Context: an optimization exercise on an open-source flow, tuned for small area, a short achievable clock period and few clock cycles per item. The choices shown serve that exercise and are no tape-out recipe.

==> v4 <==
## wallace_mac
module wallace_mac (
    input  wire        clk,
    input  wire        arst_n,
    input  wire        req,
    output logic       ack,
    input  wire [15:0] a,
    input  wire [15:0] b,
    input  wire [31:0] acc,
    input  wire        cin,
    output logic [32:0] result
);
export LEC_CHECK = 0
export CAP_MARGIN = 20
export CORE_MARGIN = 2
export CORE_UTILIZATION = 40
export CTS_BUF_LIST = sky130_fd_sc_hd__clkbuf_8
export SETUP_SLACK_MARGIN = 2.0
export SLEW_MARGIN = 20
export SYNTH_HIERARCHICAL = 1
export SYNTH_MINIMUM_KEEP_SIZE = 0
create_clock -name core_clock -period 6.0 [get_ports {clk}]
standard.sh (not shown) runs the stock make flow with config.mk's settings and CLKGATE_MAP_FILE= SYNTH_SCRIPT=/design/flow/synth_recipe.tcl, a recipe that flattens the netlist after the stock synthesis.
==> flow/flow/run.sh <==
#!/bin/bash
# The standard layout (the standard.sh: ORFS synthesis and place and route,
# unchanged), except that the port buffers that global placement inserts on
# every input and output use a plain buffer cell rather than the delay cell
# the resizer would pick by default.
set -euo pipefail
export BUFFER_PORTS_ARGS="-buffer_cell ${PORT_BUFFER:-sky130_fd_sc_hd__buf_2}"
bash standard.sh > standard_flow.log 2>&1
==> v22: changes against v4 <==
--- a/flow/design.v
+++ b/flow/design.v
@@ -1080,14 +1080,20 @@
     wire s_28;
     wire s_29;
     wire s_30;
     wire s_31;
     wire s_32;
     logic r_fc_172;
     logic r_fs_173;
+    logic r_fs_141;
+    logic r_fc_181;
+    logic r_fs_182;
+    logic r_fs_143;
+    logic r_fc_182;
+    logic r_fs_183;
     logic r_fs_145;
     logic r_fc_183;
     logic r_fs_184;
     logic r_fs_147;
     logic r_fc_184;
     logic r_fs_185;
     logic r_fs_149;
@@ -1121,18 +1127,14 @@
     logic r_fc_205;
     logic r_fs_206;
     logic r_fc_206;
     logic r_fs_207;
     logic r_fc_207;
     logic r_fs_208;
     logic r_fc_208;
-    logic r_fs_209;
-    logic r_fc_209;
-    logic r_fs_210;
-    logic r_fc_210;
     logic r_fs_219;
     logic r_fs_220;
     logic r_fc_219;
     logic r_fs_221;
     logic r_fc_220;
     logic r_fs_222;
     logic r_fc_221;
@@ -1659,16 +1661,14 @@
     mac_fa u_fa_202 (.x(fs_128), .y(fc_174), .z(fs_175), .s(fs_202), .c(fc_202));
     mac_fa u_fa_203 (.x(fs_129), .y(fc_175), .z(fs_176), .s(fs_203), .c(fc_203));
     mac_fa u_fa_204 (.x(fs_131), .y(fc_176), .z(fs_177), .s(fs_204), .c(fc_204));
     mac_fa u_fa_205 (.x(fs_133), .y(fc_177), .z(fs_178), .s(fs_205), .c(fc_205));
     mac_fa u_fa_206 (.x(fs_135), .y(fc_178), .z(fs_179), .s(fs_206), .c(fc_206));
     mac_fa u_fa_207 (.x(fs_137), .y(fc_179), .z(fs_180), .s(fs_207), .c(fc_207));
     mac_fa u_fa_208 (.x(fs_139), .y(fc_180), .z(fs_181), .s(fs_208), .c(fc_208));
-    mac_fa u_fa_209 (.x(fs_141), .y(fc_181), .z(fs_182), .s(fs_209), .c(fc_209));
-    mac_fa u_fa_210 (.x(fs_143), .y(fc_182), .z(fs_183), .s(fs_210), .c(fc_210));
     mac_fa u_fa_219 (.x(fs_161), .y(fs_192), .z(fc_191), .s(fs_219), .c(fc_219));
     mac_fa u_fa_220 (.x(fc_161), .y(fs_193), .z(fc_192), .s(fs_220), .c(fc_220));
     mac_fa u_fa_221 (.x(fc_163), .y(fs_194), .z(fc_193), .s(fs_221), .c(fc_221));
     mac_fa u_fa_222 (.x(fc_165), .y(fs_195), .z(fc_194), .s(fs_222), .c(fc_222));
     mac_fa u_fa_223 (.x(fc_167), .y(fs_196), .z(fc_195), .s(fs_223), .c(fc_223));
     mac_fa u_fa_224 (.x(fc_169), .y(fs_197), .z(fc_196), .s(fs_224), .c(fc_224));
     mac_fa u_fa_225 (.x(fs_198), .y(fc_170), .z(fc_197), .s(fs_225), .c(fc_225));
@@ -1689,14 +1689,20 @@
     assign G2_3 = G1_3 | (P1_3 & G1_1);
     assign P2_3 = P1_3 & P1_1;
     assign s_2 = ~(p0_2 ^ G1_1);
     assign s_3 = ~(p0_3 ^ G2_2);
     always_ff @(posedge clk) begin
         r_fc_172 <= fc_172;
         r_fs_173 <= fs_173;
+        r_fs_141 <= fs_141;
+        r_fc_181 <= fc_181;
+        r_fs_182 <= fs_182;
+        r_fs_143 <= fs_143;
+        r_fc_182 <= fc_182;
+        r_fs_183 <= fs_183;
         r_fs_145 <= fs_145;
         r_fc_183 <= fc_183;
         r_fs_184 <= fs_184;
         r_fs_147 <= fs_147;
         r_fc_184 <= fc_184;
         r_fs_185 <= fs_185;
         r_fs_149 <= fs_149;
@@ -1730,18 +1736,14 @@
         r_fc_205 <= fc_205;
         r_fs_206 <= fs_206;
         r_fc_206 <= fc_206;
         r_fs_207 <= fs_207;
         r_fc_207 <= fc_207;
         r_fs_208 <= fs_208;
         r_fc_208 <= fc_208;
-        r_fs_209 <= fs_209;
-        r_fc_209 <= fc_209;
-        r_fs_210 <= fs_210;
-        r_fc_210 <= fc_210;
         r_fs_219 <= fs_219;
         r_fs_220 <= fs_220;
         r_fc_219 <= fc_219;
         r_fs_221 <= fs_221;
         r_fc_220 <= fc_220;
         r_fs_222 <= fs_222;
         r_fc_221 <= fc_221;
@@ -1759,14 +1761,16 @@
         r_P2_3 <= P2_3;
         r_p0_0 <= p0_0;
         r_p0_1 <= p0_1;
         r_s_2 <= s_2;
         r_s_3 <= s_3;
     end
     mac_fa u_ha_15 (.x(r_fc_172), .y(r_fs_173), .z(1'b1), .s(hs_15), .c(hc_15));
+    mac_fa u_fa_209 (.x(r_fs_141), .y(r_fc_181), .z(r_fs_182), .s(fs_209), .c(fc_209));
+    mac_fa u_fa_210 (.x(r_fs_143), .y(r_fc_182), .z(r_fs_183), .s(fs_210), .c(fc_210));
     mac_fa u_fa_211 (.x(r_fs_145), .y(r_fc_183), .z(r_fs_184), .s(fs_211), .c(fc_211));
     mac_fa u_fa_212 (.x(r_fs_147), .y(r_fc_184), .z(r_fs_185), .s(fs_212), .c(fc_212));
     mac_fa u_fa_213 (.x(r_fs_149), .y(r_fc_185), .z(r_fs_186), .s(fs_213), .c(fc_213));
     mac_fa u_fa_214 (.x(r_fs_151), .y(r_fc_186), .z(r_fs_187), .s(fs_214), .c(fc_214));
     mac_fa u_fa_215 (.x(r_fs_153), .y(r_fc_187), .z(r_fs_188), .s(fs_215), .c(fc_215));
     mac_fa u_fa_216 (.x(r_fc_153), .y(r_fs_189), .z(r_fc_188), .s(fs_216), .c(fc_216));
     mac_fa u_fa_217 (.x(r_fc_155), .y(r_fs_190), .z(r_fc_189), .s(fs_217), .c(fc_217));
@@ -1785,20 +1789,20 @@
     assign p0_9 = r_fc_204 ^ r_fs_205;
     assign g0_10 = r_fc_205 & r_fs_206;
     assign p0_10 = r_fc_205 ^ r_fs_206;
     assign g0_11 = r_fc_206 & r_fs_207;
     assign p0_11 = r_fc_206 ^ r_fs_207;
     assign g0_12 = r_fc_207 & r_fs_208;
     assign p0_12 = r_fc_207 ^ r_fs_208;
-    assign g0_13 = r_fc_208 & r_fs_209;
-    assign p0_13 = r_fc_208 ^ r_fs_209;
-    assign g0_14 = r_fc_209 & r_fs_210;
-    assign p0_14 = r_fc_209 ^ r_fs_210;
-    assign g0_15 = r_fc_210 & fs_211;
-    assign p0_15 = r_fc_210 ^ fs_211;
+    assign g0_13 = r_fc_208 & fs_209;
+    assign p0_13 = r_fc_208 ^ fs_209;
+    assign g0_14 = fc_209 & fs_210;
+    assign p0_14 = fc_209 ^ fs_210;
+    assign g0_15 = fc_210 & fs_211;
+    assign p0_15 = fc_210 ^ fs_211;
     assign g0_16 = fc_211 & fs_212;
     assign p0_16 = fc_211 ^ fs_212;
     assign g0_17 = fc_212 & fs_213;
     assign p0_17 = fc_212 ^ fs_213;
     assign g0_18 = fc_213 & fs_214;
     assign p0_18 = fc_213 ^ fs_214;
     assign g0_19 = fc_214 & fs_215;
==> summary of the runs <==
Between v22 and v4, the lower via count is in v4 (gap about 0.66%, measured against v4). Against v22, the cell count of v4 is larger by 0.25%. Of v22 and v4, v22 has the higher die area (gap 0.45%, measured against v4). Global-route usage: v22 is lower than v4 (0.18 points). Clock-buffer cell count is the same in v4 and v22.
No functional check of the RTL was part of any run of this note.

-- port drivers added, routing unchanged --
How much do the figures lean on ideal ports? The routed layouts below were timed once more, with nothing changed but the port constraints. Step 1 assumes that a clkbuf_16 drives the clock port and a buf_2 every other input. Step 2 moves the port delays by t, midway between the first and last clock arrival at a register: inputs arrive t later, outputs are due t later. That takes back most of the time a late clock gives input paths. a / b / c = no drivers / after step 1 / after step 2; a / b = the first two.
| run | t, ns | slack for setup (ns) | worst setup path after step 2 |
|---|---|---|---|
| v4 | 0.422 | 1.201 / 1.162 / 1.535 | input to register |
| v22 | 0.410 | 1.421 / 1.383 / 1.656 | input to register |
After both steps setup and hold are still met in every run listed.
